Source: an optimization exercise on an open RTL-to-GDS flow (aim: small area, a short achievable clock period and few clock cycles per item). Production flows keep margins and buffers that such runs may drop.
In this exercise RTL edits were held to simulation tests only and were not proved equivalent to the original.
Power and IR drop assume default switching activity.

File: design.v
package mm_pkg;
  localparam int MATRIX_DIM = 4;
  localparam int LANE_W = 16;
  localparam int ACC_W = 32;
  localparam int PROD_CNT_W = 8;
  localparam int VEC_W = MATRIX_DIM * LANE_W;
  localparam int BEAT_W = 2 * VEC_W + 1;
  localparam int STEP_W = BEAT_W + 1;
  localparam int ROW_W = MATRIX_DIM * ACC_W;
  localparam int MAT_W = MATRIX_DIM * ROW_W;
  localparam logic [ACC_W-1:0] ACC_LIVE0 = 32'hffffffff;
  localparam logic [ACC_W-1:0] ACC_LIVE1 = 32'h1fffffc0;
endpackage
`timescale 1ns/1ps
module mm_kernel_ctrl (
  input  logic                          ap_clk,
  input  logic                          areset,
  input  logic                          i_ap_start,
  input  logic [mm_pkg::PROD_CNT_W-1:0] i_num_products,
  input  logic                          i_last_taken,
  input  logic                          i_done,
  output logic                          o_run_active,
  output logic                          o_final,
  output logic                          o_ap_idle
);
  localparam logic [mm_pkg::PROD_CNT_W-1:0] PROD_ONE = 1;
  localparam logic [mm_pkg::PROD_CNT_W-1:0] PROD_TWO = 2;
  logic                          idle_q;
  logic                          start_q;
  logic                          start_pulse;
  logic [mm_pkg::PROD_CNT_W-1:0] left_q;
  logic                          left_one_q;
  assign start_pulse = i_ap_start & ~start_q;
  always_ff @(posedge ap_clk) begin
    if (areset) begin
      start_q    <= 1'b0;
      idle_q     <= 1'b1;
      left_q     <= PROD_ONE;
      left_one_q <= 1'b1;
    end else begin
      start_q <= i_ap_start;
      if (idle_q) begin
        if (start_pulse) begin
          idle_q     <= 1'b0;
          left_q     <= (i_num_products == '0) ? PROD_ONE : i_num_products;
          left_one_q <= (i_num_products == '0) || (i_num_products == PROD_ONE);
        end
      end else begin
        if (i_done) begin
          idle_q <= 1'b1;
        end
        if (i_last_taken) begin
          left_q     <= left_q - PROD_ONE;
          left_one_q <= (left_q == PROD_TWO);
        end
      end
    end
  end
  assign o_run_active = ~idle_q;
  assign o_final      = left_one_q;
  assign o_ap_idle    = idle_q;
endmodule
`timescale 1ns/1ps
module mm_decode (
  input  logic                      ap_clk,
  input  logic                      areset,
  input  logic                      i_run_active,
  input  logic                      i_beat_valid,
  input  logic [mm_pkg::BEAT_W-1:0] i_beat,
  input  logic                      i_final,
  output logic [4*24-1:0]           o_dig,
  output logic [4*64-1:0]           o_b,
  output logic [3:0]                o_first,
  output logic                      o_last,
  output logic                      o_final
);
  localparam int N  = mm_pkg::MATRIX_DIM;
  localparam int LW = mm_pkg::LANE_W;
  logic        beat_accept;
  logic        beat_last;
  logic        open_q;
  logic        first_q;
  logic        last_q;
  logic        final_q;
  logic [LW-1:0] a_in  [N];
  logic [LW-1:0] a_q   [N][N-1];
  logic [23:0]   enc   [N];
  logic [63:0]   b_q   [N];
  logic [N-2:1]  first_d;
  assign beat_accept = i_beat_valid & i_run_active;
  assign beat_last   = i_beat[0];
  always_comb begin
    for (int r = 0; r < N; r++) begin
      a_in[r] = i_beat[1 + N*LW + r*LW +: LW] & {LW{beat_accept}};
    end
  end
  for (genvar r = 0; r < N; r++) begin : g_enc
    logic [LW:0] a;
    if (r == 0) begin : g_now
      assign a = {a_in[0], 1'b0};
    end else begin : g_late
      assign a = {a_q[r][r-1], 1'b0};
    end
    for (genvar i = 0; i < LW/2; i++) begin : g_dig
      assign enc[r][i]      = a[2*i+1] ^ a[2*i];
      assign enc[r][8 + i]  = (a[2*i+2] & ~a[2*i+1] & ~a[2*i]) |
                              (~a[2*i+2] & a[2*i+1] & a[2*i]);
      assign enc[r][16 + i] = a[2*i+2];
    end
  end
  always_ff @(posedge ap_clk) begin
    if (areset) begin
      open_q  <= 1'b1;
      first_q <= 1'b0;
      last_q  <= 1'b0;
      final_q <= 1'b0;
    end else begin
      first_q <= beat_accept & open_q;
      last_q  <= beat_accept & beat_last;
      final_q <= beat_accept & beat_last & i_final;
      if (!i_run_active) begin
        open_q <= 1'b1;
      end else if (beat_accept) begin
        open_q <= beat_last;
      end
    end
  end
  always_ff @(posedge ap_clk) begin
    for (int r = 1; r < N; r++) begin
      a_q[r][0] <= a_in[r];
      for (int k = 1; k < N-1; k++) begin
        if (k < r) a_q[r][k] <= a_q[r][k-1];
      end
    end
    b_q[0] <= i_beat[1 +: 64];
    for (int k = 1; k < N; k++) begin
      b_q[k] <= b_q[k-1];
    end
    first_d[1] <= first_q;
    for (int k = 2; k < N-1; k++) begin
      first_d[k] <= first_d[k-1];
    end
  end
  for (genvar r = 0; r < N; r++) begin : g_out
    assign o_dig[24*r +: 24] = enc[r];
    assign o_b[64*r +: 64]   = b_q[r];
  end
  assign o_first = {first_d, first_q, ~areset & beat_accept & open_q};
  assign o_last  = last_q;
  assign o_final = final_q;
endmodule
`timescale 1ns/1ps
module mm_fa (
  input  logic a,
  input  logic b,
  input  logic c,
  output logic s,
  output logic co
);
  assign s  = a ^ b ^ c;
  assign co = (a & b) | (a & c) | (b & c);
endmodule
`timescale 1ns/1ps
module mm_mac (
  input  logic        ap_clk,
  input  logic [7:0]  one,
  input  logic [7:0]  two,
  input  logic [7:0]  neg,
  input  logic [15:0] b,
  input  logic        first_in,
  output logic [31:0] o_s,
  output logic [31:0] o_c
);
  logic [54:0] acc_q;
  logic [54:0] acc_d;
  logic [31:0] acc0_q, acc1_q;
  logic [31:0] accg0, accg1;
  logic        first_q;
  logic pp0_0;
  logic pp0_1;
  logic pp0_2;
  logic pp1_0;
  logic pp0_3;
  logic pp1_1;
  logic pp0_4;
  logic pp1_2;
  logic pp2_0;
  logic pp0_5;
  logic pp1_3;
  logic pp2_1;
  logic pp0_6;
  logic pp1_4;
  logic pp2_2;
  logic pp3_0;
  logic pp0_7;
  logic pp1_5;
  logic pp2_3;
  logic pp3_1;
  logic pp0_8;
  logic pp1_6;
  logic pp2_4;
  logic pp3_2;
  logic pp4_0;
  logic pp0_9;
  logic pp1_7;
  logic pp2_5;
  logic pp3_3;
  logic pp4_1;
  logic pp0_10;
  logic pp1_8;
  logic pp2_6;
  logic pp3_4;
  logic pp4_2;
  logic pp5_0;
  logic pp0_11;
  logic pp1_9;
  logic pp2_7;
  logic pp3_5;
  logic pp4_3;
  logic pp5_1;
  logic pp0_12;
  logic pp1_10;
  logic pp2_8;
  logic pp3_6;
  logic pp4_4;
  logic pp5_2;
  logic pp6_0;
  logic pp0_13;
  logic pp1_11;
  logic pp2_9;
  logic pp3_7;
  logic pp4_5;
  logic pp5_3;
  logic pp6_1;
  logic pp0_14;
  logic pp1_12;
  logic pp2_10;
  logic pp3_8;
  logic pp4_6;
  logic pp5_4;
  logic pp6_2;
  logic pp7_0;
  logic pp0_15;
  logic pp1_13;
  logic pp2_11;
  logic pp3_9;
  logic pp4_7;
  logic pp5_5;
  logic pp6_3;
  logic pp7_1;
  logic pp0_16;
  logic pp1_14;
  logic pp2_12;
  logic pp3_10;
  logic pp4_8;
  logic pp5_6;
  logic pp6_4;
  logic pp7_2;
  logic pp1_15;
  logic pp2_13;
  logic pp3_11;
  logic pp4_9;
  logic pp5_7;
  logic pp6_5;
  logic pp7_3;
  logic pp1_16;
  logic pp2_14;
  logic pp3_12;
  logic pp4_10;
  logic pp5_8;
  logic pp6_6;
  logic pp7_4;
  logic pp2_15;
  logic pp3_13;
  logic pp4_11;
  logic pp5_9;
  logic pp6_7;
  logic pp7_5;
  logic pp2_16;
  logic pp3_14;
  logic pp4_12;
  logic pp5_10;
  logic pp6_8;
  logic pp7_6;
  logic pp3_15;
  logic pp4_13;
  logic pp5_11;
  logic pp6_9;
  logic pp7_7;
  logic pp3_16;
  logic pp4_14;
  logic pp5_12;
  logic pp6_10;
  logic pp7_8;
  logic pp4_15;
  logic pp5_13;
  logic pp6_11;
  logic pp7_9;
  logic pp4_16;
  logic pp5_14;
  logic pp6_12;
  logic pp7_10;
  logic pp5_15;
  logic pp6_13;
  logic pp7_11;
  logic pp5_16;
  logic pp6_14;
  logic pp7_12;
  logic pp6_15;
  logic pp7_13;
  logic pp6_16;
  logic pp7_14;
  logic pp7_15;
  logic pp7_16;
  logic t0, t1, t2, t3, t4, t5, t6, t7, t8, t9, t10, t11, t12, t13, t14, t15, t16, t17, t18, t19, t20, t21, t22, t23, t24, t25, t26, t27, t28, t29, t30, t31, t32, t33, t34, t35, t36, t37, t38, t39, t40, t41, t42, t43, t44, t45, t46, t47, t48, t49, t50, t51, t52, t53, t54, t55, t56, t57, t58, t59, t60, t61, t62, t63, t64, t65, t66, t67, t68, t69, t70, t71, t72, t73, t74, t75, t76, t77, t78, t79, t80, t81, t82, t83, t84, t85, t86, t87, t88, t89, t90, t91, t92, t93, t94, t95, t96, t97, t98, t99, t100, t101, t102, t103, t104, t105, t106, t107, t108, t109, t110, t111, t112, t113, t114, t115, t116, t117, t118, t119, t120, t121, t122, t123, t124, t125, t126, t127, t128, t129, t130, t131, t132, t133, t134, t135, t136, t137, t138, t139, t140, t141, t142, t143, t144, t145, t146, t147, t148, t149, t150, t151, t152, t153, t154, t155, t156, t157, t158, t159, t160, t161, t162, t163, t164, t165, t166, t167, t168, t169, t170, t171, t172, t173, t174, t175, t176, t177, t178, t179, t180, t181, t182, t183, t184, t185, t186, t187, t188, t189, t190, t191, t192, t193, t194, t195, t196, t197, t198, t199, t200, t201, t202, t203, t204, t205, t206, t207, t208, t209, t210, t211, t212, t213, t214, t215, t216, t217, t218, t219, t220, t221, t222, t223, t224, t225, t226, t227, t228, t229, t230, t231, t232, t233, t234, t235, t236, t237, t238, t239, t240, t241, t242, t243, t244, t245, t246, t247, t248, t249, t250, t251, t252, t253, t254, t255, t256, t257, t258, t259, t260, t261, t262, t263, t264, t265, t266, t267, t268, t269, t270, t271, t272, t273, t274, t275, t276, t277, t278, t279, t280, t281, t282, t283, t284, t285, t286, t287, t288, t289, t290, t291, t292, t293, t294, t295, t296, t297, t298, t299, t300, t301, t302, t303, t304, t305, t306, t307, t308, t309;
  assign acc0_q[0] = acc_q[0];
  assign acc1_q[0] = 1'b0;
  assign acc0_q[1] = acc_q[1];
  assign acc1_q[1] = 1'b0;
  assign acc0_q[2] = acc_q[2];
  assign acc1_q[2] = 1'b0;
  assign acc0_q[3] = acc_q[3];
  assign acc1_q[3] = 1'b0;
  assign acc0_q[4] = acc_q[4];
  assign acc1_q[4] = 1'b0;
  assign acc0_q[5] = acc_q[5];
  assign acc1_q[5] = 1'b0;
  assign acc0_q[6] = acc_q[6];
  assign acc1_q[6] = acc_q[7];
  assign acc0_q[7] = acc_q[8];
  assign acc1_q[7] = acc_q[9];
  assign acc0_q[8] = acc_q[10];
  assign acc1_q[8] = acc_q[11];
  assign acc0_q[9] = acc_q[12];
  assign acc1_q[9] = acc_q[13];
  assign acc0_q[10] = acc_q[14];
  assign acc1_q[10] = acc_q[15];
  assign acc0_q[11] = acc_q[16];
  assign acc1_q[11] = acc_q[17];
  assign acc0_q[12] = acc_q[18];
  assign acc1_q[12] = acc_q[19];
  assign acc0_q[13] = acc_q[20];
  assign acc1_q[13] = acc_q[21];
  assign acc0_q[14] = acc_q[22];
  assign acc1_q[14] = acc_q[23];
  assign acc0_q[15] = acc_q[24];
  assign acc1_q[15] = acc_q[25];
  assign acc0_q[16] = acc_q[26];
  assign acc1_q[16] = acc_q[27];
  assign acc0_q[17] = acc_q[28];
  assign acc1_q[17] = acc_q[29];
  assign acc0_q[18] = acc_q[30];
  assign acc1_q[18] = acc_q[31];
  assign acc0_q[19] = acc_q[32];
  assign acc1_q[19] = acc_q[33];
  assign acc0_q[20] = acc_q[34];
  assign acc1_q[20] = acc_q[35];
  assign acc0_q[21] = acc_q[36];
  assign acc1_q[21] = acc_q[37];
  assign acc0_q[22] = acc_q[38];
  assign acc1_q[22] = acc_q[39];
  assign acc0_q[23] = acc_q[40];
  assign acc1_q[23] = acc_q[41];
  assign acc0_q[24] = acc_q[42];
  assign acc1_q[24] = acc_q[43];
  assign acc0_q[25] = acc_q[44];
  assign acc1_q[25] = acc_q[45];
  assign acc0_q[26] = acc_q[46];
  assign acc1_q[26] = acc_q[47];
  assign acc0_q[27] = acc_q[48];
  assign acc1_q[27] = acc_q[49];
  assign acc0_q[28] = acc_q[50];
  assign acc1_q[28] = acc_q[51];
  assign acc0_q[29] = acc_q[52];
  assign acc1_q[29] = 1'b0;
  assign acc0_q[30] = acc_q[53];
  assign acc1_q[30] = 1'b0;
  assign acc0_q[31] = acc_q[54];
  assign acc1_q[31] = 1'b0;
  always_ff @(posedge ap_clk) begin
    first_q <= first_in;
  end
  assign accg0 = acc0_q & {32{~first_q}};
  assign accg1 = acc1_q & {32{~first_q}};
  assign pp0_0 = (one[0] & b[0]) ^ neg[0];
  assign pp0_1 = ((one[0] & b[1]) | (two[0] & b[0])) ^ neg[0];
  assign pp0_2 = ((one[0] & b[2]) | (two[0] & b[1])) ^ neg[0];
  assign pp1_0 = (one[1] & b[0]) ^ neg[1];
  assign pp0_3 = ((one[0] & b[3]) | (two[0] & b[2])) ^ neg[0];
  assign pp1_1 = ((one[1] & b[1]) | (two[1] & b[0])) ^ neg[1];
  assign pp0_4 = ((one[0] & b[4]) | (two[0] & b[3])) ^ neg[0];
  assign pp1_2 = ((one[1] & b[2]) | (two[1] & b[1])) ^ neg[1];
  assign pp2_0 = (one[2] & b[0]) ^ neg[2];
  assign pp0_5 = ((one[0] & b[5]) | (two[0] & b[4])) ^ neg[0];
  assign pp1_3 = ((one[1] & b[3]) | (two[1] & b[2])) ^ neg[1];
  assign pp2_1 = ((one[2] & b[1]) | (two[2] & b[0])) ^ neg[2];
  assign pp0_6 = ((one[0] & b[6]) | (two[0] & b[5])) ^ neg[0];
  assign pp1_4 = ((one[1] & b[4]) | (two[1] & b[3])) ^ neg[1];
  assign pp2_2 = ((one[2] & b[2]) | (two[2] & b[1])) ^ neg[2];
  assign pp3_0 = (one[3] & b[0]) ^ neg[3];
  assign pp0_7 = ((one[0] & b[7]) | (two[0] & b[6])) ^ neg[0];
  assign pp1_5 = ((one[1] & b[5]) | (two[1] & b[4])) ^ neg[1];
  assign pp2_3 = ((one[2] & b[3]) | (two[2] & b[2])) ^ neg[2];
  assign pp3_1 = ((one[3] & b[1]) | (two[3] & b[0])) ^ neg[3];
  assign pp0_8 = ((one[0] & b[8]) | (two[0] & b[7])) ^ neg[0];
  assign pp1_6 = ((one[1] & b[6]) | (two[1] & b[5])) ^ neg[1];
  assign pp2_4 = ((one[2] & b[4]) | (two[2] & b[3])) ^ neg[2];
  assign pp3_2 = ((one[3] & b[2]) | (two[3] & b[1])) ^ neg[3];
  assign pp4_0 = (one[4] & b[0]) ^ neg[4];
  assign pp0_9 = ((one[0] & b[9]) | (two[0] & b[8])) ^ neg[0];
  assign pp1_7 = ((one[1] & b[7]) | (two[1] & b[6])) ^ neg[1];
  assign pp2_5 = ((one[2] & b[5]) | (two[2] & b[4])) ^ neg[2];
  assign pp3_3 = ((one[3] & b[3]) | (two[3] & b[2])) ^ neg[3];
  assign pp4_1 = ((one[4] & b[1]) | (two[4] & b[0])) ^ neg[4];
  assign pp0_10 = ((one[0] & b[10]) | (two[0] & b[9])) ^ neg[0];
  assign pp1_8 = ((one[1] & b[8]) | (two[1] & b[7])) ^ neg[1];
  assign pp2_6 = ((one[2] & b[6]) | (two[2] & b[5])) ^ neg[2];
  assign pp3_4 = ((one[3] & b[4]) | (two[3] & b[3])) ^ neg[3];
  assign pp4_2 = ((one[4] & b[2]) | (two[4] & b[1])) ^ neg[4];
  assign pp5_0 = (one[5] & b[0]) ^ neg[5];
  assign pp0_11 = ((one[0] & b[11]) | (two[0] & b[10])) ^ neg[0];
  assign pp1_9 = ((one[1] & b[9]) | (two[1] & b[8])) ^ neg[1];
  assign pp2_7 = ((one[2] & b[7]) | (two[2] & b[6])) ^ neg[2];
  assign pp3_5 = ((one[3] & b[5]) | (two[3] & b[4])) ^ neg[3];
  assign pp4_3 = ((one[4] & b[3]) | (two[4] & b[2])) ^ neg[4];
  assign pp5_1 = ((one[5] & b[1]) | (two[5] & b[0])) ^ neg[5];
  assign pp0_12 = ((one[0] & b[12]) | (two[0] & b[11])) ^ neg[0];
  assign pp1_10 = ((one[1] & b[10]) | (two[1] & b[9])) ^ neg[1];
  assign pp2_8 = ((one[2] & b[8]) | (two[2] & b[7])) ^ neg[2];
  assign pp3_6 = ((one[3] & b[6]) | (two[3] & b[5])) ^ neg[3];
  assign pp4_4 = ((one[4] & b[4]) | (two[4] & b[3])) ^ neg[4];
  assign pp5_2 = ((one[5] & b[2]) | (two[5] & b[1])) ^ neg[5];
  assign pp6_0 = (one[6] & b[0]) ^ neg[6];
  assign pp0_13 = ((one[0] & b[13]) | (two[0] & b[12])) ^ neg[0];
  assign pp1_11 = ((one[1] & b[11]) | (two[1] & b[10])) ^ neg[1];
  assign pp2_9 = ((one[2] & b[9]) | (two[2] & b[8])) ^ neg[2];
  assign pp3_7 = ((one[3] & b[7]) | (two[3] & b[6])) ^ neg[3];
  assign pp4_5 = ((one[4] & b[5]) | (two[4] & b[4])) ^ neg[4];
  assign pp5_3 = ((one[5] & b[3]) | (two[5] & b[2])) ^ neg[5];
  assign pp6_1 = ((one[6] & b[1]) | (two[6] & b[0])) ^ neg[6];
  assign pp0_14 = ((one[0] & b[14]) | (two[0] & b[13])) ^ neg[0];
  assign pp1_12 = ((one[1] & b[12]) | (two[1] & b[11])) ^ neg[1];
  assign pp2_10 = ((one[2] & b[10]) | (two[2] & b[9])) ^ neg[2];
  assign pp3_8 = ((one[3] & b[8]) | (two[3] & b[7])) ^ neg[3];
  assign pp4_6 = ((one[4] & b[6]) | (two[4] & b[5])) ^ neg[4];
  assign pp5_4 = ((one[5] & b[4]) | (two[5] & b[3])) ^ neg[5];
  assign pp6_2 = ((one[6] & b[2]) | (two[6] & b[1])) ^ neg[6];
  assign pp7_0 = (one[7] & b[0]) ^ neg[7];
  assign pp0_15 = ((one[0] & b[15]) | (two[0] & b[14])) ^ neg[0];
  assign pp1_13 = ((one[1] & b[13]) | (two[1] & b[12])) ^ neg[1];
  assign pp2_11 = ((one[2] & b[11]) | (two[2] & b[10])) ^ neg[2];
  assign pp3_9 = ((one[3] & b[9]) | (two[3] & b[8])) ^ neg[3];
  assign pp4_7 = ((one[4] & b[7]) | (two[4] & b[6])) ^ neg[4];
  assign pp5_5 = ((one[5] & b[5]) | (two[5] & b[4])) ^ neg[5];
  assign pp6_3 = ((one[6] & b[3]) | (two[6] & b[2])) ^ neg[6];
  assign pp7_1 = ((one[7] & b[1]) | (two[7] & b[0])) ^ neg[7];
  assign pp0_16 = ~(((one[0] & b[15]) | (two[0] & b[15])) ^ neg[0]);
  assign pp1_14 = ((one[1] & b[14]) | (two[1] & b[13])) ^ neg[1];
  assign pp2_12 = ((one[2] & b[12]) | (two[2] & b[11])) ^ neg[2];
  assign pp3_10 = ((one[3] & b[10]) | (two[3] & b[9])) ^ neg[3];
  assign pp4_8 = ((one[4] & b[8]) | (two[4] & b[7])) ^ neg[4];
  assign pp5_6 = ((one[5] & b[6]) | (two[5] & b[5])) ^ neg[5];
  assign pp6_4 = ((one[6] & b[4]) | (two[6] & b[3])) ^ neg[6];
  assign pp7_2 = ((one[7] & b[2]) | (two[7] & b[1])) ^ neg[7];
  assign pp1_15 = ((one[1] & b[15]) | (two[1] & b[14])) ^ neg[1];
  assign pp2_13 = ((one[2] & b[13]) | (two[2] & b[12])) ^ neg[2];
  assign pp3_11 = ((one[3] & b[11]) | (two[3] & b[10])) ^ neg[3];
  assign pp4_9 = ((one[4] & b[9]) | (two[4] & b[8])) ^ neg[4];
  assign pp5_7 = ((one[5] & b[7]) | (two[5] & b[6])) ^ neg[5];
  assign pp6_5 = ((one[6] & b[5]) | (two[6] & b[4])) ^ neg[6];
  assign pp7_3 = ((one[7] & b[3]) | (two[7] & b[2])) ^ neg[7];
  assign pp1_16 = ~(((one[1] & b[15]) | (two[1] & b[15])) ^ neg[1]);
  assign pp2_14 = ((one[2] & b[14]) | (two[2] & b[13])) ^ neg[2];
  assign pp3_12 = ((one[3] & b[12]) | (two[3] & b[11])) ^ neg[3];
  assign pp4_10 = ((one[4] & b[10]) | (two[4] & b[9])) ^ neg[4];
  assign pp5_8 = ((one[5] & b[8]) | (two[5] & b[7])) ^ neg[5];
  assign pp6_6 = ((one[6] & b[6]) | (two[6] & b[5])) ^ neg[6];
  assign pp7_4 = ((one[7] & b[4]) | (two[7] & b[3])) ^ neg[7];
  assign pp2_15 = ((one[2] & b[15]) | (two[2] & b[14])) ^ neg[2];
  assign pp3_13 = ((one[3] & b[13]) | (two[3] & b[12])) ^ neg[3];
  assign pp4_11 = ((one[4] & b[11]) | (two[4] & b[10])) ^ neg[4];
  assign pp5_9 = ((one[5] & b[9]) | (two[5] & b[8])) ^ neg[5];
  assign pp6_7 = ((one[6] & b[7]) | (two[6] & b[6])) ^ neg[6];
  assign pp7_5 = ((one[7] & b[5]) | (two[7] & b[4])) ^ neg[7];
  assign pp2_16 = ~(((one[2] & b[15]) | (two[2] & b[15])) ^ neg[2]);
  assign pp3_14 = ((one[3] & b[14]) | (two[3] & b[13])) ^ neg[3];
  assign pp4_12 = ((one[4] & b[12]) | (two[4] & b[11])) ^ neg[4];
  assign pp5_10 = ((one[5] & b[10]) | (two[5] & b[9])) ^ neg[5];
  assign pp6_8 = ((one[6] & b[8]) | (two[6] & b[7])) ^ neg[6];
  assign pp7_6 = ((one[7] & b[6]) | (two[7] & b[5])) ^ neg[7];
  assign pp3_15 = ((one[3] & b[15]) | (two[3] & b[14])) ^ neg[3];
  assign pp4_13 = ((one[4] & b[13]) | (two[4] & b[12])) ^ neg[4];
  assign pp5_11 = ((one[5] & b[11]) | (two[5] & b[10])) ^ neg[5];
  assign pp6_9 = ((one[6] & b[9]) | (two[6] & b[8])) ^ neg[6];
  assign pp7_7 = ((one[7] & b[7]) | (two[7] & b[6])) ^ neg[7];
  assign pp3_16 = ~(((one[3] & b[15]) | (two[3] & b[15])) ^ neg[3]);
  assign pp4_14 = ((one[4] & b[14]) | (two[4] & b[13])) ^ neg[4];
  assign pp5_12 = ((one[5] & b[12]) | (two[5] & b[11])) ^ neg[5];
  assign pp6_10 = ((one[6] & b[10]) | (two[6] & b[9])) ^ neg[6];
  assign pp7_8 = ((one[7] & b[8]) | (two[7] & b[7])) ^ neg[7];
  assign pp4_15 = ((one[4] & b[15]) | (two[4] & b[14])) ^ neg[4];
  assign pp5_13 = ((one[5] & b[13]) | (two[5] & b[12])) ^ neg[5];
  assign pp6_11 = ((one[6] & b[11]) | (two[6] & b[10])) ^ neg[6];
  assign pp7_9 = ((one[7] & b[9]) | (two[7] & b[8])) ^ neg[7];
  assign pp4_16 = ~(((one[4] & b[15]) | (two[4] & b[15])) ^ neg[4]);
  assign pp5_14 = ((one[5] & b[14]) | (two[5] & b[13])) ^ neg[5];
  assign pp6_12 = ((one[6] & b[12]) | (two[6] & b[11])) ^ neg[6];
  assign pp7_10 = ((one[7] & b[10]) | (two[7] & b[9])) ^ neg[7];
  assign pp5_15 = ((one[5] & b[15]) | (two[5] & b[14])) ^ neg[5];
  assign pp6_13 = ((one[6] & b[13]) | (two[6] & b[12])) ^ neg[6];
  assign pp7_11 = ((one[7] & b[11]) | (two[7] & b[10])) ^ neg[7];
  assign pp5_16 = ~(((one[5] & b[15]) | (two[5] & b[15])) ^ neg[5]);
  assign pp6_14 = ((one[6] & b[14]) | (two[6] & b[13])) ^ neg[6];
  assign pp7_12 = ((one[7] & b[12]) | (two[7] & b[11])) ^ neg[7];
  assign pp6_15 = ((one[6] & b[15]) | (two[6] & b[14])) ^ neg[6];
  assign pp7_13 = ((one[7] & b[13]) | (two[7] & b[12])) ^ neg[7];
  assign pp6_16 = ~(((one[6] & b[15]) | (two[6] & b[15])) ^ neg[6]);
  assign pp7_14 = ((one[7] & b[14]) | (two[7] & b[13])) ^ neg[7];
  assign pp7_15 = ((one[7] & b[15]) | (two[7] & b[14])) ^ neg[7];
  assign pp7_16 = ~(((one[7] & b[15]) | (two[7] & b[15])) ^ neg[7]);
  assign t0 = ~accg0[16];
  assign t1 = ~accg0[17];
  assign t2 = ~accg0[19];
  assign t3 = ~accg0[21];
  assign t4 = ~accg0[23];
  assign t5 = ~accg0[25];
  assign t6 = ~accg0[27];
  assign t7 = ~accg0[29];
  assign t8 = ~accg0[31];
  mm_fa u_fa0 (.a(neg[0]), .b(accg0[0]), .c(pp0_0), .s(t9), .co(t10));
  mm_fa u_fa1 (.a(accg0[1]), .b(pp0_1), .c(t10), .s(t11), .co(t12));
  mm_fa u_fa2 (.a(neg[1]), .b(accg0[2]), .c(pp0_2), .s(t13), .co(t14));
  mm_fa u_fa3 (.a(pp1_0), .b(t13), .c(t12), .s(t15), .co(t16));
  mm_fa u_fa4 (.a(accg0[3]), .b(pp0_3), .c(pp1_1), .s(t17), .co(t18));
  mm_fa u_fa5 (.a(t14), .b(t17), .c(t16), .s(t19), .co(t20));
  mm_fa u_fa6 (.a(neg[2]), .b(accg0[4]), .c(pp0_4), .s(t21), .co(t22));
  mm_fa u_fa7 (.a(pp1_2), .b(pp2_0), .c(t18), .s(t23), .co(t24));
  mm_fa u_fa8 (.a(t21), .b(t23), .c(t20), .s(t25), .co(t26));
  mm_fa u_fa9 (.a(accg0[5]), .b(pp0_5), .c(pp1_3), .s(t27), .co(t28));
  mm_fa u_fa10 (.a(pp2_1), .b(t22), .c(t27), .s(t29), .co(t30));
  mm_fa u_fa11 (.a(t24), .b(t29), .c(t26), .s(t31), .co(t32));
  mm_fa u_fa12 (.a(neg[3]), .b(accg0[6]), .c(accg1[6]), .s(t33), .co(t34));
  mm_fa u_fa13 (.a(pp0_6), .b(pp1_4), .c(pp2_2), .s(t35), .co(t36));
  mm_fa u_fa14 (.a(pp3_0), .b(t33), .c(t28), .s(t37), .co(t38));
  mm_fa u_fa15 (.a(t35), .b(t30), .c(t37), .s(t39), .co(t40));
  mm_fa u_fa16 (.a(accg0[7]), .b(accg1[7]), .c(pp0_7), .s(t41), .co(t42));
  mm_fa u_fa17 (.a(pp1_5), .b(pp2_3), .c(pp3_1), .s(t43), .co(t44));
  mm_fa u_fa18 (.a(t34), .b(t36), .c(t41), .s(t45), .co(t46));
  mm_fa u_fa19 (.a(t43), .b(t38), .c(t45), .s(t47), .co(t48));
  mm_fa u_fa20 (.a(neg[4]), .b(accg0[8]), .c(accg1[8]), .s(t49), .co(t50));
  mm_fa u_fa21 (.a(pp0_8), .b(pp1_6), .c(pp2_4), .s(t51), .co(t52));
  mm_fa u_fa22 (.a(pp3_2), .b(pp4_0), .c(t49), .s(t53), .co(t54));
  mm_fa u_fa23 (.a(t42), .b(t44), .c(t51), .s(t55), .co(t56));
  mm_fa u_fa24 (.a(t53), .b(t46), .c(t55), .s(t57), .co(t58));
  mm_fa u_fa25 (.a(accg0[9]), .b(accg1[9]), .c(pp0_9), .s(t59), .co(t60));
  mm_fa u_fa26 (.a(pp1_7), .b(pp2_5), .c(pp3_3), .s(t61), .co(t62));
  mm_fa u_fa27 (.a(pp4_1), .b(t50), .c(t52), .s(t63), .co(t64));
  mm_fa u_fa28 (.a(t59), .b(t61), .c(t54), .s(t65), .co(t66));
  mm_fa u_fa29 (.a(t56), .b(t63), .c(t65), .s(t67), .co(t68));
  mm_fa u_fa30 (.a(neg[5]), .b(accg0[10]), .c(accg1[10]), .s(t69), .co(t70));
  mm_fa u_fa31 (.a(pp0_10), .b(pp1_8), .c(pp2_6), .s(t71), .co(t72));
  mm_fa u_fa32 (.a(pp3_4), .b(pp4_2), .c(pp5_0), .s(t73), .co(t74));
  mm_fa u_fa33 (.a(t69), .b(t60), .c(t62), .s(t75), .co(t76));
  mm_fa u_fa34 (.a(t71), .b(t73), .c(t64), .s(t77), .co(t78));
  mm_fa u_fa35 (.a(t75), .b(t66), .c(t77), .s(t79), .co(t80));
  mm_fa u_fa36 (.a(accg0[11]), .b(accg1[11]), .c(pp0_11), .s(t81), .co(t82));
  mm_fa u_fa37 (.a(pp1_9), .b(pp2_7), .c(pp3_5), .s(t83), .co(t84));
  mm_fa u_fa38 (.a(pp4_3), .b(pp5_1), .c(t70), .s(t85), .co(t86));
  mm_fa u_fa39 (.a(t72), .b(t74), .c(t81), .s(t87), .co(t88));
  mm_fa u_fa40 (.a(t83), .b(t85), .c(t76), .s(t89), .co(t90));
  mm_fa u_fa41 (.a(t87), .b(t78), .c(t89), .s(t91), .co(t92));
  mm_fa u_fa42 (.a(neg[6]), .b(accg0[12]), .c(accg1[12]), .s(t93), .co(t94));
  mm_fa u_fa43 (.a(pp0_12), .b(pp1_10), .c(pp2_8), .s(t95), .co(t96));
  mm_fa u_fa44 (.a(pp3_6), .b(pp4_4), .c(pp5_2), .s(t97), .co(t98));
  mm_fa u_fa45 (.a(pp6_0), .b(t93), .c(t82), .s(t99), .co(t100));
  mm_fa u_fa46 (.a(t84), .b(t86), .c(t95), .s(t101), .co(t102));
  mm_fa u_fa47 (.a(t97), .b(t88), .c(t99), .s(t103), .co(t104));
  mm_fa u_fa48 (.a(t101), .b(t90), .c(t103), .s(t105), .co(t106));
  mm_fa u_fa49 (.a(accg0[13]), .b(accg1[13]), .c(pp0_13), .s(t107), .co(t108));
  mm_fa u_fa50 (.a(pp1_11), .b(pp2_9), .c(pp3_7), .s(t109), .co(t110));
  mm_fa u_fa51 (.a(pp4_5), .b(pp5_3), .c(pp6_1), .s(t111), .co(t112));
  mm_fa u_fa52 (.a(t94), .b(t96), .c(t98), .s(t113), .co(t114));
  mm_fa u_fa53 (.a(t107), .b(t109), .c(t111), .s(t115), .co(t116));
  mm_fa u_fa54 (.a(t100), .b(t102), .c(t113), .s(t117), .co(t118));
  mm_fa u_fa55 (.a(t115), .b(t104), .c(t117), .s(t119), .co(t120));
  mm_fa u_fa56 (.a(neg[7]), .b(accg0[14]), .c(accg1[14]), .s(t121), .co(t122));
  mm_fa u_fa57 (.a(pp0_14), .b(pp1_12), .c(pp2_10), .s(t123), .co(t124));
  mm_fa u_fa58 (.a(pp3_8), .b(pp4_6), .c(pp5_4), .s(t125), .co(t126));
  mm_fa u_fa59 (.a(pp6_2), .b(pp7_0), .c(t121), .s(t127), .co(t128));
  mm_fa u_fa60 (.a(t108), .b(t110), .c(t112), .s(t129), .co(t130));
  mm_fa u_fa61 (.a(t123), .b(t125), .c(t127), .s(t131), .co(t132));
  mm_fa u_fa62 (.a(t114), .b(t116), .c(t129), .s(t133), .co(t134));
  mm_fa u_fa63 (.a(t131), .b(t118), .c(t133), .s(t135), .co(t136));
  mm_fa u_fa64 (.a(accg0[15]), .b(accg1[15]), .c(pp0_15), .s(t137), .co(t138));
  mm_fa u_fa65 (.a(pp1_13), .b(pp2_11), .c(pp3_9), .s(t139), .co(t140));
  mm_fa u_fa66 (.a(pp4_7), .b(pp5_5), .c(pp6_3), .s(t141), .co(t142));
  mm_fa u_fa67 (.a(pp7_1), .b(t122), .c(t124), .s(t143), .co(t144));
  mm_fa u_fa68 (.a(t126), .b(t137), .c(t139), .s(t145), .co(t146));
  mm_fa u_fa69 (.a(t141), .b(t128), .c(t130), .s(t147), .co(t148));
  mm_fa u_fa70 (.a(t143), .b(t145), .c(t132), .s(t149), .co(t150));
  mm_fa u_fa71 (.a(t134), .b(t147), .c(t149), .s(t151), .co(t152));
  mm_fa u_fa72 (.a(accg1[16]), .b(t0), .c(pp0_16), .s(t153), .co(t154));
  mm_fa u_fa73 (.a(pp1_14), .b(pp2_12), .c(pp3_10), .s(t155), .co(t156));
  mm_fa u_fa74 (.a(pp4_8), .b(pp5_6), .c(pp6_4), .s(t157), .co(t158));
  mm_fa u_fa75 (.a(pp7_2), .b(t138), .c(t140), .s(t159), .co(t160));
  mm_fa u_fa76 (.a(t142), .b(t153), .c(t155), .s(t161), .co(t162));
  mm_fa u_fa77 (.a(t157), .b(t144), .c(t146), .s(t163), .co(t164));
  mm_fa u_fa78 (.a(t159), .b(t161), .c(t148), .s(t165), .co(t166));
  mm_fa u_fa79 (.a(t163), .b(t150), .c(t165), .s(t167), .co(t168));
  mm_fa u_fa80 (.a(accg1[17]), .b(accg0[16]), .c(t1), .s(t169), .co(t170));
  mm_fa u_fa81 (.a(pp1_15), .b(pp2_13), .c(pp3_11), .s(t171), .co(t172));
  mm_fa u_fa82 (.a(pp4_9), .b(pp5_7), .c(pp6_5), .s(t173), .co(t174));
  mm_fa u_fa83 (.a(pp7_3), .b(t169), .c(t154), .s(t175), .co(t176));
  mm_fa u_fa84 (.a(t156), .b(t158), .c(t171), .s(t177), .co(t178));
  mm_fa u_fa85 (.a(t173), .b(t160), .c(t162), .s(t179), .co(t180));
  mm_fa u_fa86 (.a(t175), .b(t177), .c(t164), .s(t181), .co(t182));
  mm_fa u_fa87 (.a(t179), .b(t166), .c(t181), .s(t183), .co(t184));
  mm_fa u_fa88 (.a(accg0[18]), .b(accg1[18]), .c(accg0[17]), .s(t185), .co(t186));
  mm_fa u_fa89 (.a(pp1_16), .b(pp2_14), .c(pp3_12), .s(t187), .co(t188));
  mm_fa u_fa90 (.a(pp4_10), .b(pp5_8), .c(pp6_6), .s(t189), .co(t190));
  mm_fa u_fa91 (.a(pp7_4), .b(t170), .c(t185), .s(t191), .co(t192));
  mm_fa u_fa92 (.a(t172), .b(t174), .c(t187), .s(t193), .co(t194));
  mm_fa u_fa93 (.a(t189), .b(t191), .c(t176), .s(t195), .co(t196));
  mm_fa u_fa94 (.a(t178), .b(t193), .c(t180), .s(t197), .co(t198));
  mm_fa u_fa95 (.a(t195), .b(t182), .c(t197), .s(t199), .co(t200));
  mm_fa u_fa96 (.a(accg1[19]), .b(t2), .c(pp2_15), .s(t201), .co(t202));
  mm_fa u_fa97 (.a(pp3_13), .b(pp4_11), .c(pp5_9), .s(t203), .co(t204));
  mm_fa u_fa98 (.a(pp6_7), .b(pp7_5), .c(t186), .s(t205), .co(t206));
  mm_fa u_fa99 (.a(t188), .b(t190), .c(t201), .s(t207), .co(t208));
  mm_fa u_fa100 (.a(t203), .b(t192), .c(t205), .s(t209), .co(t210));
  mm_fa u_fa101 (.a(t194), .b(t207), .c(t209), .s(t211), .co(t212));
  mm_fa u_fa102 (.a(t196), .b(t211), .c(t198), .s(t213), .co(t214));
  mm_fa u_fa103 (.a(accg0[20]), .b(accg1[20]), .c(accg0[19]), .s(t215), .co(t216));
  mm_fa u_fa104 (.a(pp2_16), .b(pp3_14), .c(pp4_12), .s(t217), .co(t218));
  mm_fa u_fa105 (.a(pp5_10), .b(pp6_8), .c(pp7_6), .s(t219), .co(t220));
  mm_fa u_fa106 (.a(t215), .b(t202), .c(t204), .s(t221), .co(t222));
  mm_fa u_fa107 (.a(t206), .b(t217), .c(t219), .s(t223), .co(t224));
  mm_fa u_fa108 (.a(t208), .b(t221), .c(t210), .s(t225), .co(t226));
  mm_fa u_fa109 (.a(t223), .b(t212), .c(t225), .s(t227), .co(t228));
  mm_fa u_fa110 (.a(accg1[21]), .b(t3), .c(pp3_15), .s(t229), .co(t230));
  mm_fa u_fa111 (.a(pp4_13), .b(pp5_11), .c(pp6_9), .s(t231), .co(t232));
  mm_fa u_fa112 (.a(pp7_7), .b(t216), .c(t218), .s(t233), .co(t234));
  mm_fa u_fa113 (.a(t220), .b(t229), .c(t231), .s(t235), .co(t236));
  mm_fa u_fa114 (.a(t222), .b(t224), .c(t233), .s(t237), .co(t238));
  mm_fa u_fa115 (.a(t235), .b(t226), .c(t237), .s(t239), .co(t240));
  mm_fa u_fa116 (.a(accg0[22]), .b(accg1[22]), .c(accg0[21]), .s(t241), .co(t242));
  mm_fa u_fa117 (.a(pp3_16), .b(pp4_14), .c(pp5_12), .s(t243), .co(t244));
  mm_fa u_fa118 (.a(pp6_10), .b(pp7_8), .c(t241), .s(t245), .co(t246));
  mm_fa u_fa119 (.a(t230), .b(t232), .c(t243), .s(t247), .co(t248));
  mm_fa u_fa120 (.a(t245), .b(t234), .c(t236), .s(t249), .co(t250));
  mm_fa u_fa121 (.a(t247), .b(t238), .c(t249), .s(t251), .co(t252));
  mm_fa u_fa122 (.a(accg1[23]), .b(t4), .c(pp4_15), .s(t253), .co(t254));
  mm_fa u_fa123 (.a(pp5_13), .b(pp6_11), .c(pp7_9), .s(t255), .co(t256));
  mm_fa u_fa124 (.a(t242), .b(t244), .c(t253), .s(t257), .co(t258));
  mm_fa u_fa125 (.a(t255), .b(t246), .c(t248), .s(t259), .co(t260));
  mm_fa u_fa126 (.a(t257), .b(t250), .c(t259), .s(t261), .co(t262));
  mm_fa u_fa127 (.a(accg0[24]), .b(accg1[24]), .c(accg0[23]), .s(t263), .co(t264));
  mm_fa u_fa128 (.a(pp4_16), .b(pp5_14), .c(pp6_12), .s(t265), .co(t266));
  mm_fa u_fa129 (.a(pp7_10), .b(t263), .c(t254), .s(t267), .co(t268));
  mm_fa u_fa130 (.a(t256), .b(t265), .c(t258), .s(t269), .co(t270));
  mm_fa u_fa131 (.a(t267), .b(t260), .c(t269), .s(t271), .co(t272));
  mm_fa u_fa132 (.a(accg1[25]), .b(t5), .c(pp5_15), .s(t273), .co(t274));
  mm_fa u_fa133 (.a(pp6_13), .b(pp7_11), .c(t264), .s(t275), .co(t276));
  mm_fa u_fa134 (.a(t266), .b(t273), .c(t275), .s(t277), .co(t278));
  mm_fa u_fa135 (.a(t268), .b(t277), .c(t270), .s(t279), .co(t280));
  mm_fa u_fa136 (.a(accg0[26]), .b(accg1[26]), .c(accg0[25]), .s(t281), .co(t282));
  mm_fa u_fa137 (.a(pp5_16), .b(pp6_14), .c(pp7_12), .s(t283), .co(t284));
  mm_fa u_fa138 (.a(t281), .b(t274), .c(t276), .s(t285), .co(t286));
  mm_fa u_fa139 (.a(t283), .b(t278), .c(t285), .s(t287), .co(t288));
  mm_fa u_fa140 (.a(accg1[27]), .b(t6), .c(pp6_15), .s(t289), .co(t290));
  mm_fa u_fa141 (.a(pp7_13), .b(t282), .c(t284), .s(t291), .co(t292));
  mm_fa u_fa142 (.a(t289), .b(t286), .c(t291), .s(t293), .co(t294));
  mm_fa u_fa143 (.a(accg0[28]), .b(accg1[28]), .c(accg0[27]), .s(t295), .co(t296));
  mm_fa u_fa144 (.a(pp6_16), .b(pp7_14), .c(t295), .s(t297), .co(t298));
  mm_fa u_fa145 (.a(t290), .b(t297), .c(t292), .s(t299), .co(t300));
  mm_fa u_fa146 (.a(t7), .b(pp7_15), .c(t296), .s(t301), .co(t302));
  mm_fa u_fa147 (.a(t298), .b(t301), .c(t300), .s(t303), .co(t304));
  mm_fa u_fa148 (.a(accg0[30]), .b(accg0[29]), .c(pp7_16), .s(t305), .co(t306));
  mm_fa u_fa149 (.a(t302), .b(t305), .c(t304), .s(t307), .co(t308));
  assign t309 = t8 ^ t306 ^ t308;
  assign acc_d[0] = t9;
  assign acc_d[1] = t11;
  assign acc_d[2] = t15;
  assign acc_d[3] = t19;
  assign acc_d[4] = t25;
  assign acc_d[5] = t31;
  assign acc_d[6] = t32;
  assign acc_d[7] = t39;
  assign acc_d[8] = t40;
  assign acc_d[9] = t47;
  assign acc_d[10] = t48;
  assign acc_d[11] = t57;
  assign acc_d[12] = t58;
  assign acc_d[13] = t67;
  assign acc_d[14] = t68;
  assign acc_d[15] = t79;
  assign acc_d[16] = t80;
  assign acc_d[17] = t91;
  assign acc_d[18] = t92;
  assign acc_d[19] = t105;
  assign acc_d[20] = t106;
  assign acc_d[21] = t119;
  assign acc_d[22] = t120;
  assign acc_d[23] = t135;
  assign acc_d[24] = t136;
  assign acc_d[25] = t151;
  assign acc_d[26] = t152;
  assign acc_d[27] = t167;
  assign acc_d[28] = t168;
  assign acc_d[29] = t183;
  assign acc_d[30] = t184;
  assign acc_d[31] = t199;
  assign acc_d[32] = t200;
  assign acc_d[33] = t213;
  assign acc_d[34] = t214;
  assign acc_d[35] = t227;
  assign acc_d[36] = t228;
  assign acc_d[37] = t239;
  assign acc_d[38] = t240;
  assign acc_d[39] = t251;
  assign acc_d[40] = t252;
  assign acc_d[41] = t261;
  assign acc_d[42] = t262;
  assign acc_d[43] = t271;
  assign acc_d[44] = t272;
  assign acc_d[45] = t279;
  assign acc_d[46] = t280;
  assign acc_d[47] = t287;
  assign acc_d[48] = t288;
  assign acc_d[49] = t293;
  assign acc_d[50] = t294;
  assign acc_d[51] = t299;
  assign acc_d[52] = t303;
  assign acc_d[53] = t307;
  assign acc_d[54] = t309;
  always_ff @(posedge ap_clk) begin
    acc_q <= acc_d;
  end
  assign o_s = acc0_q;
  assign o_c = acc1_q;
endmodule
module mm_dig (
  input  logic        ap_clk,
  input  logic [23:0] d,
  output logic [23:0] q
);
  always_ff @(posedge ap_clk) begin
    q <= d;
  end
endmodule
module mm_execute (
  input  logic                     ap_clk,
  input  logic [4*24-1:0]          i_dig,
  input  logic [4*64-1:0]          i_b,
  input  logic [3:0]               i_first,
  output logic [mm_pkg::MAT_W-1:0] o_s,
  output logic [mm_pkg::MAT_W-1:0] o_c
);
  localparam int N = mm_pkg::MATRIX_DIM;
  for (genvar r = 0; r < N; r++) begin : g_row
    logic [23:0] dig [N/2];
    for (genvar p = 0; p < N/2; p++) begin : g_pair
      mm_dig u_dig (
        .ap_clk (ap_clk),
        .d      (i_dig[24*r +: 24]),
        .q      (dig[p])
      );
    end
    for (genvar c = 0; c < N; c++) begin : g_col
      mm_mac u_mac (
        .ap_clk (ap_clk),
        .one    (dig[c/2][7:0]),
        .two    (dig[c/2][15:8]),
        .neg    (dig[c/2][23:16]),
        .b      (i_b[64*r + 16*c +: 16]),
        .first_in (i_first[r]),
        .o_s    (o_s[128*r + 32*c +: 32]),
        .o_c    (o_c[128*r + 32*c +: 32])
      );
    end
  end
endmodule
`timescale 1ns/1ps
module mm_result_col (
  input  logic                  ap_clk,
  input  logic                  areset,
  input  logic                  i_last,
  input  logic [4*32-1:0]       i_s,
  input  logic [4*32-1:0]       i_c,
  output logic [31:0]           o_sum
);
  localparam int N  = mm_pkg::MATRIX_DIM;
  localparam int AW = mm_pkg::ACC_W;
  logic [N-1:0]  sel_q;
  logic [AW-1:0] s_row;
  logic [AW-1:0] c_row;
  logic [AW-1:0] sum_q;
  always_comb begin
    s_row = '0;
    c_row = '0;
    for (int r = 0; r < N; r++) begin
      s_row = s_row | (i_s[32*r +: 32] & mm_pkg::ACC_LIVE0 & {AW{sel_q[r]}});
      c_row = c_row | (i_c[32*r +: 32] & mm_pkg::ACC_LIVE1 & {AW{sel_q[r]}});
    end
  end
  always_ff @(posedge ap_clk) begin
    sum_q <= s_row + c_row;
  end
  always_ff @(posedge ap_clk) begin
    if (areset) begin
      sel_q <= '0;
    end else begin
      sel_q <= {sel_q[N-2:0], i_last};
    end
  end
  assign o_sum = sum_q;
endmodule
module mm_result (
  input  logic                     ap_clk,
  input  logic                     areset,
  input  logic                     i_last,
  input  logic                     i_final,
  input  logic [mm_pkg::MAT_W-1:0] i_s,
  input  logic [mm_pkg::MAT_W-1:0] i_c,
  output logic                     o_c_valid,
  output logic [mm_pkg::ROW_W-1:0] o_c_row,
  output logic                     o_c_last,
  output logic                     o_done
);
  localparam int N  = mm_pkg::MATRIX_DIM;
  logic [N-1:0] sel_q;
  logic [N-1:0] fin_q;
  logic         valid_q;
  logic         last_q;
  logic         done_q;
  for (genvar c = 0; c < N; c++) begin : g_col
    logic [4*32-1:0] s_col;
    logic [4*32-1:0] c_col;
    for (genvar r = 0; r < N; r++) begin : g_row
      assign s_col[32*r +: 32] = i_s[128*r + 32*c +: 32];
      assign c_col[32*r +: 32] = i_c[128*r + 32*c +: 32];
    end
    mm_result_col u_col (
      .ap_clk (ap_clk),
      .areset (areset),
      .i_last (i_last),
      .i_s    (s_col),
      .i_c    (c_col),
      .o_sum  (o_c_row[32*c +: 32])
    );
  end
  always_ff @(posedge ap_clk) begin
    if (areset) begin
      sel_q   <= '0;
      fin_q   <= '0;
      valid_q <= 1'b0;
      last_q  <= 1'b0;
      done_q  <= 1'b0;
    end else begin
      sel_q   <= {sel_q[N-2:0], i_last};
      fin_q   <= {fin_q[N-2:0], i_final};
      valid_q <= |sel_q;
      last_q  <= sel_q[N-1];
      done_q  <= sel_q[N-1] & fin_q[N-1];
    end
  end
  assign o_c_valid = valid_q;
  assign o_c_last  = last_q;
  assign o_done    = done_q;
endmodule
`timescale 1ns/1ps
module mm_kernel (
  input  logic                          ap_clk,
  input  logic                          areset,
  input  logic                          i_ap_start,
  input  logic [mm_pkg::PROD_CNT_W-1:0] i_num_products,
  input  logic                          i_beat_valid,
  input  logic [mm_pkg::BEAT_W-1:0]     i_beat,
  output logic                          o_ap_idle,
  output logic                          o_ap_done,
  output logic                          o_c_valid,
  output logic [mm_pkg::ROW_W-1:0]      o_c_row,
  output logic                          o_c_last
);
  logic                     run_active;
  logic                     final_next;
  logic                     done;
  logic [4*24-1:0]          dig;
  logic [4*64-1:0]          b;
  logic [3:0]               first;
  logic                     last;
  logic                     last_final;
  logic [mm_pkg::MAT_W-1:0] acc_s;
  logic [mm_pkg::MAT_W-1:0] acc_c;
  mm_kernel_ctrl u_ctrl (
    .ap_clk         (ap_clk),
    .areset         (areset),
    .i_ap_start     (i_ap_start),
    .i_num_products (i_num_products),
    .i_last_taken   (i_beat_valid & run_active & i_beat[0]),
    .i_done         (done),
    .o_run_active   (run_active),
    .o_final        (final_next),
    .o_ap_idle      (o_ap_idle)
  );
  mm_decode u_decode (
    .ap_clk       (ap_clk),
    .areset       (areset),
    .i_run_active (run_active),
    .i_beat_valid (i_beat_valid),
    .i_beat       (i_beat),
    .i_final      (final_next),
    .o_dig        (dig),
    .o_b          (b),
    .o_first      (first),
    .o_last       (last),
    .o_final      (last_final)
  );
  mm_execute u_execute (
    .ap_clk  (ap_clk),
    .i_dig   (dig),
    .i_b     (b),
    .i_first (first),
    .o_s     (acc_s),
    .o_c     (acc_c)
  );
  mm_result u_result (
    .ap_clk    (ap_clk),
    .areset    (areset),
    .i_last    (last),
    .i_final   (last_final),
    .i_s       (acc_s),
    .i_c       (acc_c),
    .o_c_valid (o_c_valid),
    .o_c_row   (o_c_row),
    .o_c_last  (o_c_last),
    .o_done    (done)
  );
  assign o_ap_done = done;
endmodule
File: flow/run.sh
#!/bin/bash
# The standard layout, with timing repair aimed past the clock period:
# repair_timing works until the setup slack reaches SETUP_SLACK_MARGIN, so the
# layout is optimised for a shorter period than the constraint asks for.
# Antenna repair after detailed routing gets more rounds than the default five,
# and flow/antenna.tcl adds one with a ratio margin if a violation is left.
# The clock, the constraints and every other step are the standard ones.
set -euo pipefail
MARGIN=${MARGIN:-7.1}
bash standard.sh SETUP_SLACK_MARGIN=$MARGIN TNS_END_PERCENT=10 MAX_REPAIR_ANTENNAS_ITER_DRT=10 \
  POST_DETAIL_ROUTE_TCL="$PWD/flow/antenna.tcl" finish > flow_make.log 2>&1
File: flow/antenna.tcl
# Runs after ORFS's detailed routing and its antenna rounds (POST_DETAIL_ROUTE_TCL).
# If an antenna violation is left, repair once more with a margin on the ratios and
# with repairs allowed in congested spots, then route again.
if { [check_antennas] } {
  repair_antennas -ratio_margin 20 -allow_congestion
  detailed_route {*}$::all_args
  check_antennas
}
File: standard.sh
#!/bin/bash
# synth_recipe.tcl (not shown) runs the flow's synth.tcl, then flattens the netlist and writes it again
# the make line also repeats each setting of config.mk as NAME=value (left out here)
make -C /OpenROAD-flow-scripts/flow DESIGN_CONFIG=/design/flow/config.mk WORK_HOME=/design/flow/orfs CLKGATE_MAP_FILE= SYNTH_SCRIPT=/design/flow/synth_recipe.tcl "${@:-finish}"
File: config.mk
export PLATFORM = sky130hd
export DESIGN_NAME = mm_kernel
export DESIGN_NICKNAME = mm_kernel
export VERILOG_FILES = /design/flow/design.v
export SDC_FILE = /design/flow/constraint.sdc
export NUM_CORES = 4
export LEC_CHECK = 0
export CAP_MARGIN = 20
export CORE_MARGIN = 2
export CORE_UTILIZATION = 57
export SLEW_MARGIN = 20
export SYNTH_HIERARCHICAL = 1
export SYNTH_MINIMUM_KEEP_SIZE = 0
File: constraint.sdc
create_clock -name core_clock -period 10.5 [get_ports {ap_clk}]
set_input_delay 2.1000 -clock core_clock [delete_from_list [all_inputs] [get_ports {ap_clk}]]
set_output_delay 2.1000 -clock core_clock [all_outputs]
set_load 0.01 [all_outputs]
==> metrics.sh <==
OUTCOME='no timing/DRC/antenna violations'
DRT-PASS1-ITER-COUNT=9
HTREE_NUM_LEVELS=4
CTS_NUM_SINKS=1612
DIE_WIDTH_UM=510
HOLDBUFCOUNTCTS=0
GRT_REMAINING_OVERFLOW=0
VIAS=104000
MIN_PERIOD_OVER_PERIOD_PCT=34.1
CRIT_PATH_MAX_FANOUT=42
SYNTH_FP_NETS=15100
NUMCTSBUFFERS=201
CRITICAL_PATH_CELL_LIST='buf_4 > a22oi_1 > nand2_1 > ha_1 > a21oi_1 > nand2_1 > o21ai_0 > nand3_1 > a32oi_1 > o21bai_1 > xor2_1'
PEAKVDDDROP_mV=0.163
LAYOUT.CORE_UTILIZATION_PCT=62.2
HOLD_VIOL_FINAL=0
TIMING.FINAL.SETUP_VIOLATIONS=0
FINAL_CELLS=15700
FIRST_GLOBAL_VIAS=105000
MAXCAPVIOLCOUNT=0
DRT_ITER0_DRC=14200
FINAL.SETUP_SKEW_NS=0.0451
INSERTION_DELAY_NS=0.92
VIASPERCELL=6.63
WORST_HOLD_PATH_TYPE='reg2reg'
POST_LAYOUT_INSTANCE_AREA_UM2=158000
NUM-NETS-FINAL=14800
FP.COREAREA_UM2=254000
CRIT_TOP_CELL='sky130_fd_sc_hd__nand2_1'
TIMING.SLEW.HEADROOM_PCT=34.7
POSTSYNTHAREAPERCELL_UM2=11.7
TRITONCTS='yes'
BUF_INV_ON_CP=1
AREAGROWTHSYNTHTOFINISH_PCT=8.53
GRT_MAX_DEGREE=65
INITIAL_CORE_UTIL_PCT=57.3
GROUTE.USAGE.OVERALL_PCT=38.1
WIRE_LENGTH_OF_THE_FIRST_GLOBAL_ROUTING_PASS_UM=728000
WIRE_PER_INST_UM=34.3
PORT_BUFFERS=272
PWR_DENSITY_CELL_nW_PER_UM2=244
DRC_MARKERS=0
FINAL.FILL_COUNT=20200
UNREPAIRED_SETUP_ENDPOINTS_AFTER_GLOBAL_ROUTING='yes'
CLK_TRANSITION_REPORTED_PATHS_NS=0.07
PLACE.DETAILED.INSTANCES=15000
WORST_PATH_DOMINANT_CELL_FAMILY='compound AO/OA/AOI/OAI gates'
LAYOUT_MIN_CYCLE_TIME_NS=3.58
FINAL_MAX_SLEW_VIOLS=0
TIMING.CRITICAL_PATH.FROM_TYPE='flop'
CELLLEAKAGEPOWER_nW=61.0
HOLD_WS_NS=0.325
END_KIND='flop'
CP.REQUIRED_NS=11.28
CP_SLOWEST_CELL='sky130_fd_sc_hd__a22oi_1'
SYNTHESIS.INSTANCES=12500
MAX_CLOCK_FREQ_MHz=279
DPL_CELL_AREA_UM2=143000
TIGHTEST_SLEW_NS=0.979
POSTROUTEANTENNANETS=0
CORE.ROWCOUNT=185
CLK_ROOT_BUFFER_CELL='sky130_fd_sc_hd__clkbuf_16'
TIMING.SETUP.CRITICAL_PATH_CLASS='reg2reg'
LAYOUT_CELLS_SIZED_ABOVE_1_PCT=15.4
DIE_Y_UM=510
FLOORPLAN.DIE_AREA_UM2=260000
SYNTH_WARN=21
DETAIL_ROUTE.WIRELENGTH_UM=538000
PLACE.GP.CONGESTION=0.977
SYNTH_AREA_UM2=146000
DETAILEDPLACEMENTHPWL_UM=342000
IO_PINS=273
MAX_STAGE_DELAY_NS=0.67
ANTENNA_FOUND_INITIAL=40
CTS_MAX_PATH_BUFFERS=4
FINAL.SETUP.TNS_NS=0
WORST_EP_ARRIVAL_TIME_NS=4.36
-- placed cells by master (no fill, tap or decap), drive strengths merged, types with 49 or more instances in the layout --
cell / count
a21oi: 115
clkbuf: 397
nand2b: 159
nor2b: 721
and2b: 72
dfxtp: 1612
ha: 94
o21ai: 201
nor2: 78
a22oi: 2355
xnor2: 2119
clkinv: 49
inv: 172
fa: 2404
and3: 58
buf: 551
nand2: 418
xor2: 209
clkdlybuf4s50: 138
-- worst register-to-register path: stages, from the launching register on --
cell                       delay, ns
sky130_fd_sc_hd__dfxtp_2        0.42
sky130_fd_sc_hd__buf_4          0.32
sky130_fd_sc_hd__a22oi_1        0.68
sky130_fd_sc_hd__nand2_1        0.14
sky130_fd_sc_hd__ha_1           0.39
sky130_fd_sc_hd__a21oi_1        0.15
sky130_fd_sc_hd__nand2_1        0.10
sky130_fd_sc_hd__o21ai_0        0.17
sky130_fd_sc_hd__nand3_1        0.22
sky130_fd_sc_hd__a32oi_1        0.44
sky130_fd_sc_hd__o21bai_1       0.13
sky130_fd_sc_hd__xor2_1         0.30
-- repair_timing --
item	CTS	global route
gates resized for setup	748	1140
cloned	0	110
buffers inserted	2	160
pin swaps	0	33
setup endpoints to repair	493	474
-- registers in the layout, summed over array words and instances, names as in the netlist --
register	flops
u_execute.g_row.g_col.u_mac.first_q	16
u_result.g_col.u_col.sum_q	128
u_result.fin_q	4
u_execute.g_row.g_col.u_mac.acc_q	880
u_ctrl.start_q	1
u_decode.first_q	1
u_decode.open_q	1
u_decode.final_q	1
u_execute.g_row.g_pair.u_dig.q	192
u_ctrl.left_q	8
u_result.last_q	1
u_decode.last_q	1
u_decode.b_q	256
u_ctrl.idle_q	1
u_result.valid_q	1
u_result.sel_q	4
u_result.g_col.u_col.sel_q	16
u_result.done_q	1
u_decode.a_q	96
u_decode.first_d	2
u_ctrl.left_one_q	1
-- final cells by class --
class | instances | area (µm²) | share of cell area (%)
antenna | 29 | 72.6 | 0.0459
inverter | 165 | 619 | 0.392
tap | 3366 | 4210 | 2.66
clock buffer | 248 | 5550 | 3.51
multi-input combinational | 9275 | 101000 | 64.1
timing repair buffer | 872 | 11600 | 7.31
clock inverter | 114 | 1430 | 0.903
sequential | 1612 | 33300 | 21.1
-- through the flow --
step | setup slack (ns) | total power [mW]
final | 6.92 | 38.6
after detailed placement | 6.38 | 30.2
after global placement | 6.41 | 29.3
after floorplan | 7.16 | 24.1
after CTS | 6.90 | 37.9
after global routing | 6.93 | 41.7
-- per-layer routing --
| metal | up-vias | global-route usage [%] | wire, µm |
|---|---|---|---|
| met1 | 54400 | 55.3 | 216000 |
| met4 | 34 | 12.1 | 22900 |
| li1 | 41100 | - | - |
| met5 | - | 0 | 220 |
| met2 | 7173 | 52.6 | 226000 |
| met3 | 1182 | 14.1 | 73300 |
-- worst paths after layout --
path                                                                  start                                   endpoint  slack, ns  depth (start not counted)
worst max-delay path            u_result.g_col[0].u_col.sel_q[3]$_SDFF_PP0_  u_result.g_col[0].u_col.sum_q[25]$_DFF_P_       6.92                         11
worst min-delay path                            u_decode.a_q[10][5]$_DFF_P_                u_decode.a_q[11][5]$_DFF_P_       0.32                          0
worst max register to register  u_result.g_col[0].u_col.sel_q[3]$_SDFF_PP0_  u_result.g_col[0].u_col.sum_q[25]$_DFF_P_       6.92                         11
worst min register to register                  u_decode.a_q[10][5]$_DFF_P_                u_decode.a_q[11][5]$_DFF_P_       0.32                          0
-- power by group --
group | total, mW | internal [mW] | switching [mW]
clock | 7.51 | 4.44 | 3.06
combinational | 20.2 | 9.54 | 10.6
sequential | 10.9 | 8.52 | 2.41
total | 38.6 | 22.5 | 16.1
Testbench counts, summed over its fixed seeds: cycles 4,588, products 286.

-- port drivers added, routing unchanged --
The flow's constraints put no driver on any port. The routed layout listed below was extracted and timed again, unchanged, in two steps. Step 1: set_driving_cell puts a clkbuf_16 on ap_clk and a buf_2 on each other input, an assumption about the parent block. Step 2 moves the port delays by t, midway between the first and last clock arrival at a register: inputs arrive t later, outputs are due t later. That takes back most of the time a late clock gives input paths. Three values: no drivers, after step 1, after step 2; two values: the first two.
t, ns: 0.988
setup slack, ns: 6.916 / 6.847 / 6.270
clock arrival spread, ns: 0.059 / 0.059
After both steps this run still meets setup and hold. For this run, drivers alone change the setup slack by -0.069 ns; drivers and shift together by -0.646 ns.
